Source: an optimization exercise on an open RTL-to-GDS flow (aim: small area). Production flows keep margins and buffers that such runs may drop.
The RTL was checked by simulation tests, not by an equivalence proof against the original design.
Power figures rest on the tool's default switching activity, not on a simulated workload.

--- flow/config.mk ---
export PLATFORM = sky130hd
export DESIGN_NAME = motor_drive_level_regulator
export DESIGN_NICKNAME = motor_drive_level_regulator
export VERILOG_FILES = /design/flow/design.v
export SDC_FILE = /design/flow/constraint.sdc
export NUM_CORES = 4
export LEC_CHECK = 0
export ABC_AREA = 1
export CAP_MARGIN = 20
export CORE_MARGIN = 2
export CORE_UTILIZATION = 40
export SLEW_MARGIN = 20
--- flow/constraint.sdc ---
create_clock -name core_clock -period 12.0 [get_ports {clk}]
set_input_delay 2.4000 -clock core_clock [delete_from_list [all_inputs] [get_ports {clk}]]
set_output_delay 2.4000 -clock core_clock [all_outputs]
set_load 0.01 [all_outputs]
--- flow/design.v ---
`timescale 1ns / 1ps
package mdlr_pkg;
  localparam int TargetW   = 14;
  localparam int BrakeW    = 12;
  localparam int CurrentW  = 13;
  localparam int SpeedW    = 14;
  localparam int HallW     = 9;
  localparam int DriveW    = 11;
  localparam int AdvanceW  = 6;
  localparam int ModeW     = 2;
  localparam int CfgIndexW = 3;
  localparam int CfgDataW  = 14;
  localparam int InDataW   = 64;
  localparam int OutDataW  = 24;
  localparam int CalcW     = 15;
  localparam int PwmMidDefault = 0;
  localparam int PwmMaxDefault = 1000;
  localparam logic [ModeW-1:0] MODE_DUTY    = 2'd0;
  localparam logic [ModeW-1:0] MODE_CURRENT = 2'd1;
  localparam logic [ModeW-1:0] MODE_SPEED   = 2'd2;
  localparam logic [CfgIndexW-1:0] REG_CONTROL_MODE       = 3'd0;
  localparam logic [CfgIndexW-1:0] REG_CURRENT_LIMIT      = 3'd1;
  localparam logic [CfgIndexW-1:0] REG_BRAKE_BY_CURRENT   = 3'd2;
  localparam logic [CfgIndexW-1:0] REG_COAST_ENABLE       = 3'd3;
  localparam logic [CfgIndexW-1:0] REG_WEAKEN_ENABLE      = 3'd4;
  localparam logic [CfgIndexW-1:0] REG_WEAKEN_SPEED       = 3'd5;
  localparam logic [CfgIndexW-1:0] REG_WEAKEN_CURRENT     = 3'd6;
  localparam logic [CfgIndexW-1:0] REG_WEAKEN_MAX_ADVANCE = 3'd7;
  typedef struct packed {
    logic                       weaken_slot;
    logic [HallW-1:0]           hall_angle;
    logic [SpeedW-1:0]          rotor_speed;
    logic signed [CurrentW-1:0] motor_current;
    logic [BrakeW-1:0]          brake_level;
    logic [TargetW-1:0]         target_level;
  } in_item_t;
endpackage
`timescale 1ns / 1ps
module motor_drive_level_regulator #(
  parameter int PWM_MID = mdlr_pkg::PwmMidDefault,
  parameter int PWM_MAX = mdlr_pkg::PwmMaxDefault
) (
  input  logic                           clk,
  input  logic                           rst_n,
  input  logic                           in_tvalid,
  output logic                           in_tready,
  input  logic [mdlr_pkg::InDataW-1:0]   in_tdata,
  output logic                           out_tvalid,
  input  logic                           out_tready,
  output logic [mdlr_pkg::OutDataW-1:0]  out_tdata,
  input  logic                           cfg_valid,
  output logic                           cfg_ready,
  input  logic [mdlr_pkg::CfgIndexW-1:0] cfg_index,
  input  logic [mdlr_pkg::CfgDataW-1:0]  cfg_data
);
  localparam int W = mdlr_pkg::CalcW;
  localparam logic signed [W-1:0] PwmMid = W'(PWM_MID);
  localparam logic signed [W-1:0] PwmMax = W'(PWM_MAX);
  localparam logic signed [W-1:0] Zero   = '0;
  logic [mdlr_pkg::ModeW-1:0]            mode_r;
  logic [mdlr_pkg::BrakeW-1:0]           lim_r;
  logic                                  bbc_r;
  logic                                  coast_r;
  logic                                  wen_r;
  logic [mdlr_pkg::SpeedW-1:0]           wspd_r;
  logic signed [mdlr_pkg::CurrentW-1:0]  wcur_r;
  logic [mdlr_pkg::AdvanceW-1:0]         wmax_r;
  mdlr_pkg::in_item_t                    s1_r;
  logic                                  s1_valid_r;
  logic                                  s1_adv;
  logic signed [mdlr_pkg::DriveW-1:0]    drive_r, drive_nxt;
  logic [mdlr_pkg::AdvanceW-1:0]         adv_r, adv_nxt;
  logic [mdlr_pkg::HallW-1:0]            hall_r;
  logic                                  out_valid_r;
  function automatic logic signed [W-1:0] dec_above(logic signed [W-1:0] d,
                                                    logic signed [W-1:0] fl);
    dec_above = (d > fl) ? d - W'(1) : d;
  endfunction
  function automatic logic signed [W-1:0] inc_below(logic signed [W-1:0] d);
    inc_below = (d < PwmMax) ? d + W'(1) : d;
  endfunction
  assign cfg_ready = 1'b1;
  always_ff @(posedge clk) begin
    if (!rst_n) begin
      mode_r  <= mdlr_pkg::MODE_DUTY;
      lim_r   <= '0;
      bbc_r   <= 1'b0;
      coast_r <= 1'b0;
      wen_r   <= 1'b0;
      wspd_r  <= '0;
      wcur_r  <= '0;
      wmax_r  <= '0;
    end else if (cfg_valid) begin
      unique case (cfg_index)
        mdlr_pkg::REG_CONTROL_MODE:       mode_r  <= cfg_data[mdlr_pkg::ModeW-1:0];
        mdlr_pkg::REG_CURRENT_LIMIT:      lim_r   <= cfg_data[mdlr_pkg::BrakeW-1:0];
        mdlr_pkg::REG_BRAKE_BY_CURRENT:   bbc_r   <= cfg_data[0];
        mdlr_pkg::REG_COAST_ENABLE:       coast_r <= cfg_data[0];
        mdlr_pkg::REG_WEAKEN_ENABLE:      wen_r   <= cfg_data[0];
        mdlr_pkg::REG_WEAKEN_SPEED:       wspd_r  <= cfg_data[mdlr_pkg::SpeedW-1:0];
        mdlr_pkg::REG_WEAKEN_CURRENT:     wcur_r  <= $signed(cfg_data[mdlr_pkg::CurrentW-1:0]);
        mdlr_pkg::REG_WEAKEN_MAX_ADVANCE: wmax_r  <= cfg_data[mdlr_pkg::AdvanceW-1:0];
        default: ;
      endcase
    end
  end
  assign s1_adv    = s1_valid_r && (!out_valid_r || out_tready);
  assign in_tready = !s1_valid_r || s1_adv;
  always_ff @(posedge clk) begin
    if (!rst_n) begin
      s1_valid_r <= 1'b0;
    end else if (in_tready) begin
      s1_valid_r <= in_tvalid;
    end
  end
  always_ff @(posedge clk) begin
    if (in_tready && in_tvalid) begin
      s1_r <= in_tdata[mdlr_pkg::InDataW-2:0];
    end
  end
  always_comb begin
    logic signed [W-1:0] d;
    logic signed [W-1:0] tgt;
    logic signed [W-1:0] brk;
    logic signed [W-1:0] nbrk;
    logic signed [W-1:0] cur;
    logic signed [W-1:0] spd;
    logic signed [W-1:0] lim;
    logic                edge_seen;
    logic                brk_on;
    logic                lim_on;
    logic                wrise;
    d         = W'(drive_r);
    tgt       = W'(s1_r.target_level);
    brk       = W'(s1_r.brake_level);
    nbrk      = -brk;
    cur       = W'(s1_r.motor_current);
    spd       = W'(s1_r.rotor_speed);
    lim       = W'(lim_r);
    edge_seen = (hall_r != s1_r.hall_angle);
    brk_on    = (brk != Zero);
    lim_on    = (lim_r != '0);
    case (mode_r)
      mdlr_pkg::MODE_DUTY: begin
        if (!lim_on) begin
          d = (tgt > PwmMax) ? PwmMax : tgt;
        end else begin
          if (brk_on) begin
            if (bbc_r) begin
              d = (cur > nbrk) ? dec_above(d, Zero) : inc_below(d);
            end else if (d > tgt) begin
              d = d - W'(1);
            end
          end
          if (tgt > Zero && !brk_on) begin
            if (cur < lim) begin
              if (tgt > d) begin
                if (d < PwmMax && d < tgt) d = d + W'(1);
              end else if (cur < Zero) begin
                if (d > tgt) d = d - W'(1);
              end
            end
            if (cur > lim) d = dec_above(d, PwmMid);
          end
          if (!brk_on) begin
            if (coast_r) begin
              if (tgt == Zero && cur > Zero) d = dec_above(d, PwmMid);
              if (tgt == Zero && cur <= Zero && edge_seen) d = inc_below(d);
            end else if (tgt < d) begin
              d = dec_above(d, PwmMid);
            end
          end
        end
      end
      mdlr_pkg::MODE_CURRENT: begin
        if (!lim_on) begin
          d = Zero;
        end else begin
          if (brk_on && spd > Zero) begin
            if (!bbc_r || cur > nbrk) d = dec_above(d, PwmMid);
          end else if (d < Zero) begin
            d = Zero;
          end
          if (tgt > Zero && !brk_on) begin
            if (cur < tgt) d = inc_below(d);
            if (cur > tgt) d = dec_above(d, PwmMid);
          end
          if (!brk_on) begin
            if (coast_r) begin
              if (tgt == Zero && cur > Zero) d = dec_above(d, PwmMid);
              if (tgt == Zero && cur <= Zero && edge_seen) d = inc_below(d);
            end else begin
              d = dec_above(d, PwmMid);
            end
          end
        end
      end
      mdlr_pkg::MODE_SPEED: begin
        if (!lim_on) begin
          d = Zero;
        end else begin
          if (brk_on) begin
            if (bbc_r) begin
              d = (cur > nbrk) ? dec_above(d, Zero) : inc_below(d);
            end else if (spd > tgt) begin
              d = dec_above(d, PwmMid);
            end
          end
          if (tgt > Zero && !brk_on) begin
            if (cur < lim) begin
              if (tgt > spd) d = inc_below(d);
              else if (cur < Zero) d = dec_above(d, PwmMid);
            end
            if (cur > lim) d = dec_above(d, PwmMid);
          end
          if (!brk_on) begin
            if (coast_r) begin
              if (tgt == Zero && cur > Zero) d = dec_above(d, PwmMid);
              if (tgt == Zero && cur <= Zero && edge_seen) d = inc_below(d);
            end else if (tgt < d) begin
              d = dec_above(d, PwmMid);
            end
          end
        end
      end
      default: ;
    endcase
    drive_nxt = d[mdlr_pkg::DriveW-1:0];
    adv_nxt = adv_r;
    wrise   = (s1_r.rotor_speed >= wspd_r) && (tgt > Zero) && !brk_on;
    if (wen_r && lim_on && s1_r.weaken_slot) begin
      if (wrise && s1_r.motor_current < wcur_r) begin
        if (adv_r < wmax_r) adv_nxt = adv_r + 1'b1;
      end else if (adv_r != '0) begin
        adv_nxt = adv_r - 1'b1;
      end
    end
  end
  always_ff @(posedge clk) begin
    if (!rst_n) begin
      drive_r     <= '0;
      adv_r       <= '0;
      hall_r      <= '0;
      out_valid_r <= 1'b0;
    end else begin
      if (s1_adv) begin
        drive_r <= drive_nxt;
        adv_r   <= adv_nxt;
        hall_r  <= s1_r.hall_angle;
      end
      if (s1_adv) begin
        out_valid_r <= 1'b1;
      end else if (out_tready) begin
        out_valid_r <= 1'b0;
      end
    end
  end
  assign out_tvalid = out_valid_r;
  assign out_tdata  = {{(mdlr_pkg::OutDataW - mdlr_pkg::DriveW - mdlr_pkg::AdvanceW){1'b0}},
                       adv_r, drive_r};
endmodule
--- flow/run.sh ---
#!/bin/bash
# synth_recipe.tcl (not shown) runs the flow's synth.tcl, then flattens the netlist and writes it again
# the make line also repeats each setting of config.mk as NAME=value (left out here)
make -C /OpenROAD-flow-scripts/flow DESIGN_CONFIG=/design/flow/config.mk WORK_HOME=/design/flow/orfs CLKGATE_MAP_FILE= SYNTH_SCRIPT=/design/flow/synth_recipe.tcl finish
==> run summary <==
worst max-delay path by stage:
stage / start / to / cells after the start
final: s1_r[14]$_DFFE_PP_ / drive_r[10]$_SDFFE_PN0P_ / 66
after global routing: s1_r[14]$_DFFE_PP_ / drive_r[1]$_SDFFE_PN0P_ / 68
after CTS: s1_r[14]$_DFFE_PP_ / drive_r[10]$_SDFFE_PN0P_ / 66
after detailed placement: s1_r[14]$_DFFE_PP_ / drive_r[1]$_SDFFE_PN0P_ / 68
after global placement: s1_r[14]$_DFFE_PP_ / drive_r[10]$_SDFFE_PN0P_ / 65
after floorplan: s1_r[14]$_DFFE_PP_ / drive_r[10]$_SDFFE_PN0P_ / 65
worst max-delay path: cells and delay by family, from the launching register on:
family	cells	cell delay (ns)
AOI/OAI and AO/OA	7	1.36
xor gates and xnor gates	1	0.15
adders and majority gates	4	1.06
buffers and inverters	6	0.61
DFF	1	0.42
and+or+nand+nor	48	6.18
flip-flops by register name, indices dropped and copies added, names as in the netlist, 2 cells and up:
name,cells
hall_r,9
drive_r,11
wspd_r,14
s1_r,63
adv_r,6
mode_r,2
wmax_r,6
lim_r,12
wcur_r,13
cells in the mapped netlist, drive strengths merged (4+ instances only):
cell type  count
a211oi         4
xnor2          7
a21o           4
ha           170
nor2         300
edfxtp        63
clkinv        14
a31oi         14
nand3b        17
buf           75
inv          384
clkbuf        29
nand4        109
o211ai        11
nor4          20
nor3          38
o21bai         4
a21boi         9
a21oi        216
o21ai        186
or2            6
nand2        970
dfxtp         78
xor2          38
nand3        333
routing by layer:
layer	up-vias	part of all wire [%]	track usage [%]	wire length, µm
met5	-	0	0	0
met4	0	3.7	10.3	2690
met3	175	6.1	3.11	4400
met2	827	47	48.3	33400
met1	9875	44	36.9	31300
li1	10463	-	-	-
area by class of cell:
cell class	instances	area [µm²]
clock buffers	17	425
clock inverters	15	189
fillers	5099	26400
inverters	398	1500
multi-input cells	2490	13700
flip-flops and latches	141	3450
well taps	615	769
repair buffers	128	1220
kinds of logic after synthesis:
logic type               count (synthesis)  synth area share, %
other                                    2               0.0389
XOR/XNOR                                45                 2.12
adder cells (fa/ha/maj)                171                 11.1
flip-flops                             141                 17.9
buffers and inverters                  504                 11.3
AND/OR/NAND/NOR                       1799                 43.8
multiplexers                             1               0.0584
AO/OA/AOI/OAI                          466                 13.7
power by group:
group          internal (mW)  switching [mW]  leakage, nW
logic                  0.449            1.04         8.43
clock network          0.318           0.241        0.304
registers              0.528          0.0337         1.25
total                   1.29            1.31         9.99
metrics by stage:
step	std cells	utilization, %	hold slack, ns
2_1_floorplan	3135	-	0.433
3_3_place_gp	3772	43.3	0.446
3_5_place_dp	3772	43.3	0.455
4_1_cts	3804	44.6	0.464
5_1_grt	3804	44.6	0.484
6_report	3804	44.6	0.463
==> out/qor.yml <==
r2r_end: "drive_r[10]$_SDFFE_PN0P_"
critical_path.most_common_cell: "nand2_1"
yosys_most_used_dff: "dfxtp_1"
slew_headroom_pct: 27.5
h-tree-depth: 4
max_freq_mhz: 101
cts-root-buf: "clkbuf_16"
final_cell_mix: "879 x nand2_1, 330 x inv_1, 297 x nand3_1"
setup_ws_ns: 2.07
grtUsageTotal_pct: 28.3
crit_type: "reg -> reg"
layout_commonest_cell: "nand2_1"
timing.reg2reg.setup_slack_ns: 2.07
worst_pin_slew_ns: 1.08
cp.required_ns: 12.32
grt_overflow: 0
fin_crit_ns: 9.93
cts_made_buffers: 17
ant_nets: 0
via_per_inst: 5.61
maxCapViolCount: 0
r2r_start: "s1_r[14]$_DFFE_PP_"
yosys_warnings: 1
fin_total_pwr_mw: 2.61
coreArea_mm2: 0.0476
grt_max_degree: 75
num_rows: 80
p_per_area_mw_per_mm2: 123
hp-class: "reg -> reg"
drive_above_1_share_pct: 10.4
report.final.slew_viol_count: 0
hold_path_depth: 2
initial_core_util_pct: 40.5
io_buffers: 103
num_vias: 21340
cp-start-kind: "flip-flop"
clkTransAtPathRegs_ns: 0.07
ys_seq_elements: 141
synthToLayoutAreaGrowth_pct: 10.1
cts_tree: "built"
drt-total-wl_um: 71700
status: "no timing/DRC/antenna violations"
antenna_found_initial: 0
drt_iter0_markers: 1914
synth_top_cell_by_area: "nand2_1"
synthCells: 3129
cp-end-kind: "flip-flop"
cts_sinks: 141
clk_latency_ns: 0.44
rsz0062_at_grt: "no"
die_x_um: 224
slowest_stage: "edfxtp_1"
drt-pass1-iter-count: 8
path_max_fanout: 19
dieArea_mm2: 0.0500
ys_types: 70
dp_slack_ns: 2.35
worstRegToRegCells: 66
synth_area_leaders: "nand2_1 17%, ha_1 11%, edfxtp_1 9.8%"
slowest_delay_ns: 0.42
wl_per_cell_um: 18.9
detailed_place_hpwl_um: 55900
io_pins: 113
synth_area_mm2: 0.0193
synthArstFlopShare_pct: 0
p_leak_nw: 9.99
fin_setup_tns_ns: 0
finClkSkew_ns: 0.00909
setup-violations-final: 0
ir_worst_vdd_v: 0.000112
gp_congestion: 0.966
arrival_ns: 10.25
avgSynthCellArea_um2: 6.16
final_nets: 3433
antenna_cells: 0
grt_pass1_wl_um: 111000
fin_crit_sh_pct: 82.7
cts.path.max_buffers: 2
ctsResizeCount: 0
synth_top_area_share_pct: 17.1
holdCritStartpoint: "wcur_r[4]$_SDFFE_PN0P_"
grt_pass1_vias: 19864
cts.hold.buffers_added: 0
ys_seq_area_share_pct: 17.9
fin_area_mm2: 0.0212
synth_edf_count: 63
hold_viol: 0
remaining_drc_errors: 0
post-cts-setup-buffers: 0
worst_hold_path.endpoint: "wcur_r[4]$_SDFFE_PN0P_"
die_y_um: 224
postPlaceCellArea_mm2: 0.0206

[re-timing with driven ports]
No port has a modelled driver above. Below, the same layout with a new extraction and two added sets of constraints. Step 1 (the two cells are an assumption about what drives the block):
set clk [get_ports {clk}]
set_driving_cell -lib_cell sky130_fd_sc_hd__clkbuf_16 $clk
set_driving_cell -lib_cell sky130_fd_sc_hd__buf_2 [delete_from_list [all_inputs] $clk]
Step 2, shift: input delay + t, output delay - t, t = (earliest + latest rising clock arrival at the registers) / 2. This alone moves slack from input paths to output paths. Slacks: no drivers / after step 1 / after step 2; pairs: no drivers / after step 1.
t (ns): 0.483
setup slack, ns: 2.075 / 2.075 / 2.075
cell pins on the clock port's net: 1
After both steps this run still meets setup and hold. The setup slack of this run moves by 0.000 ns with the drivers and by 0.000 ns with both steps.
